Source: an optimization exercise on an open RTL-to-GDS flow (aim: small area and a short achievable clock period). Production flows keep margins and buffers that such runs may drop. Only simulation tests tie the RTL to the original design; equivalence was not proved. Power figures rest on the tool's default switching activity, not on a simulated workload.

Setup of lane 1:
Design mem_port_arbiter, start of the top module:
module mem_port_arbiter (
  input  logic        clk,
  input  logic        rst,
  input  logic        req_0_vld_in,
  input  logic [47:0] req_0_address_in,
  output logic        req_0_afull_out,
  input  logic        req_1_vld_in,
  input  logic [47:0] req_1_address_in,
  output logic        req_1_afull_out,
  input  logic        req_2_vld_in,
  input  logic [47:0] req_2_address_in,
  output logic        req_2_afull_out,
  input  logic        rsp_0_afull_in,
  output logic        rsp_0_write_en_out,
  output logic [63:0] rsp_0_data_out,
  input  logic        rsp_1_afull_in,
  output logic        rsp_1_write_en_out,
  output logic [63:0] rsp_1_data_out,
  input  logic        rsp_2_afull_in,
  output logic        rsp_2_write_en_out,
  output logic [63:0] rsp_2_data_out,
  input  logic        mem_rq_afull_in,
  output logic        mem_rq_vld_out,
  output logic [47:0] mem_rq_address_out,
  output logic        mem_rs_afull_out,
  input  logic        mem_rs_write_en_in,
  input  logic [63:0] mem_rs_data_in,
  output logic        idle_out,
  output logic        err_out
);
  localparam int NREQ = 3;
  localparam int AW   = 48;
  localparam int DW   = 64;
  localparam int IND  = 16;
  localparam int TAGD = 64;
  logic [NREQ-1:0] push_vld;
  logic [AW-1:0]   push_addr [NREQ];
  assign push_vld     = {req_2_vld_in, req_1_vld_in, req_0_vld_in};
  assign push_addr[0] = req_0_address_in;
  assign push_addr[1] = req_1_address_in;
  assign push_addr[2] = req_2_address_in;
  logic [AW-1:0]   in_mem [NREQ][IND];
  logic [4:0]      in_wr_ptr [NREQ];
  logic [4:0]      in_rd_ptr [NREQ];
  logic [4:0]      in_occ    [NREQ];
  logic [NREQ-1:0] in_nonempty, in_full, push_ok, pop, in_up, in_dn, req_afull;
  always_comb begin
    for (int r = 0; r < NREQ; r++) begin
      in_occ[r]  = in_wr_ptr[r] - in_rd_ptr[r];
      push_ok[r] = push_vld[r] & ~in_full[r];
    end
  end
  ...
Size: ~7,100 cells after synthesis, about 2,700 flip-flops, ~470 I/O pins, roughly 0.099 mm² of cells after synthesis.
Settings: LEC_CHECK=0, ABC_AREA=1, CAP_MARGIN=20, CORE_MARGIN=2, CORE_UTILIZATION=60, CTS_CLUSTER_DIAMETER=150, CTS_CLUSTER_SIZE=30, SETUP_SLACK_MARGIN=3.7, SLEW_MARGIN=20; clock period 6.0 ns.
standard.sh (not shown) runs the stock make flow with config.mk's settings and CLKGATE_MAP_FILE= SYNTH_SCRIPT=/design/flow/synth_recipe.tcl, a recipe that flattens the netlist after the stock synthesis.
==> flow/flow/run.sh <==
#!/bin/bash
# The standard layout (standard.sh, synthesis unchanged) with two
# changes: the port buffers are the smallest buffer cell, and after global
# placement each flip-flop that only feeds output-port buffers is moved next
# to those buffers (pull_out_flops.tcl) before legalization. Each step's
# output goes to its own log file in this folder.
set -euo pipefail
PORTBUF="BUFFER_PORTS_ARGS=-buffer_cell sky130_fd_sc_hd__buf_1"
RES="$PWD/orfs/results/${FLOW_PLATFORM}/mem_port_arbiter/base"
bash standard.sh synth > synth.log 2>&1
bash standard.sh "$PORTBUF" floorplan > floorplan.log 2>&1
bash standard.sh "$PORTBUF" "$RES/3_3_place_gp.odb" > place_gp.log 2>&1
cp "$RES/3_3_place_gp.odb" "$RES/3_3_place_gp.unpulled.odb"
ODB_IN="$RES/3_3_place_gp.unpulled.odb" ODB_OUT="$RES/3_3_place_gp.odb" \
  openroad -no_init -exit flow/pull_out_flops.tcl > pull_out_flops.log 2>&1
bash standard.sh "$PORTBUF" place > place.log 2>&1
bash standard.sh "$PORTBUF" cts > cts.log 2>&1
bash standard.sh "$PORTBUF" route > route.log 2>&1
bash standard.sh "$PORTBUF" finish > finish.log 2>&1
test -f out/final.def
Other scripts of this flow, unchanged in this note and not shown: flow/flow/pull_out_flops.tcl
Lane 1 | status: complete | timing, DRC, antenna: pass
What lane 2 does differently from lane 1 at the input level:
- swapping 30 for 25 in CTS_CLUSTER_SIZE
--- outcome ---
Wire length of the first global-routing pass was higher in lane 2 than in lane 1.
Between lane 1 and lane 2, total clock network power is lower for lane 1, lane 2 comes in above that.
Finished layout cell area: lane 1 and lane 2 compared, lower one is lane 1
Lane 2 ended up with rsp_0_data_out[19] as its endpoint of the most critical setup path; lane 1 ended up with err_out.
The met2 routing resource usage after global routing of lane 2 and that of lane 1 are within noise of each other.

========
mem_port_arbiter again, from the RTL that the note above started with.
Settings: LEC_CHECK=0, ABC_AREA=1, CAP_MARGIN=20, CORE_MARGIN=2, CORE_UTILIZATION=60, CTS_CLUSTER_DIAMETER=150, CTS_CLUSTER_SIZE=30, SETUP_SLACK_MARGIN=4, SLEW_MARGIN=20; clock period 6.0 ns.
run.sh (not shown) runs the stock make flow with config.mk's settings and CLKGATE_MAP_FILE= SYNTH_SCRIPT=/design/flow/synth_recipe.tcl, a recipe that flattens the netlist after the stock synthesis.
Stock flow here: none of the scripts above is used.
Edit:
SETUP_SLACK_MARGIN = 3.7   (was 4)
Result:
- clock skew went up by 5.3 ps
- critical path depth went up by 1
- clock-buffer cell count came out higher by 11
- power shrinks by about 3.5%
- setup slack got worse by 44 ps
Edit:
CORE_UTILIZATION = 70   (was 60)
PLACE_DENSITY = 0.75   (was not set)
=>
- core utilization is higher by 11 points
- synthesized cell count stays the same
- total power is lower by 0.61%
- critical path depth is unchanged
Edit:
==> flow/flow/run.sh (new file) <==
#!/bin/bash
# The standard layout (the standard.sh, unchanged synthesis), except
# that the port buffers are the smallest buffer cell. Each stage's output
# goes to its own log file in this folder.
set -euo pipefail
PORTBUF="BUFFER_PORTS_ARGS=-buffer_cell sky130_fd_sc_hd__buf_1"
bash standard.sh synth > synth.log 2>&1
bash standard.sh "$PORTBUF" floorplan > floorplan.log 2>&1
bash standard.sh "$PORTBUF" place > place.log 2>&1
bash standard.sh "$PORTBUF" cts > cts.log 2>&1
bash standard.sh "$PORTBUF" route > route.log 2>&1
bash standard.sh "$PORTBUF" finish > finish.log 2>&1
test -f out/final.def
==> flow/standard.sh (new file) <==
#!/bin/bash
# synth_recipe.tcl (not shown) runs the flow's synth.tcl, then flattens the netlist and writes it again
# the make line also repeats each setting of config.mk as NAME=value (left out here)
make -C /OpenROAD-flow-scripts/flow DESIGN_CONFIG=/design/flow/config.mk WORK_HOME=/design/flow/orfs CLKGATE_MAP_FILE= SYNTH_SCRIPT=/design/flow/synth_recipe.tcl "${@:-finish}"
CORE_UTILIZATION = 60   (was 70)
PLACE_DENSITY = not set   (was 0.75)
removed: flow/run.sh
What happened:
- setup slack improved by 49 ps
- clock power is about the same
- design area went down by 1.6%
- wire length went up by 2.7%
- cell count went up by 2.4%

[separate check: timing with driven ports]
The flow's constraints put no driver on any port. The routed layouts listed below were extracted and timed again, unchanged, in two steps.
Step 1, drivers: a clkbuf_16 drives clk and a buf_2 each remaining input, both assumed.
Step 2, shift: input delay + t, output delay - t, t = (earliest + latest rising clock arrival at the registers) / 2. This alone moves slack from input paths to output paths.
Three values: ideal, step 1, step 2; two values: the first two.
run	t, ns	slack for setup (ns)	worst hold slack (ns)
lane 1	0.863	3.514 / 3.421 / 3.072	0.486 / 0.437 / 0.486
lane 2	0.877	3.495 / 3.402 / 3.084	0.484 / 0.420 / 0.484
the first run of note 2	0.851	3.469 / 3.386 / 3.216	0.489 / 0.489 / 0.489
the second run of note 2	0.853	3.425 / 3.332 / 2.967	0.483 / 0.483 / 0.483
the third run of note 2	0.847	3.414 / 3.322 / 2.933	0.483 / 0.483 / 0.483
the fourth run of note 2	0.853	3.463 / 3.370 / 3.084	0.488 / 0.442 / 0.488
After both steps setup and hold are still met in every run listed. For the third run of note 2, which loses most, drivers alone change the setup slack by -0.092 ns; drivers and shift together by -0.481 ns.
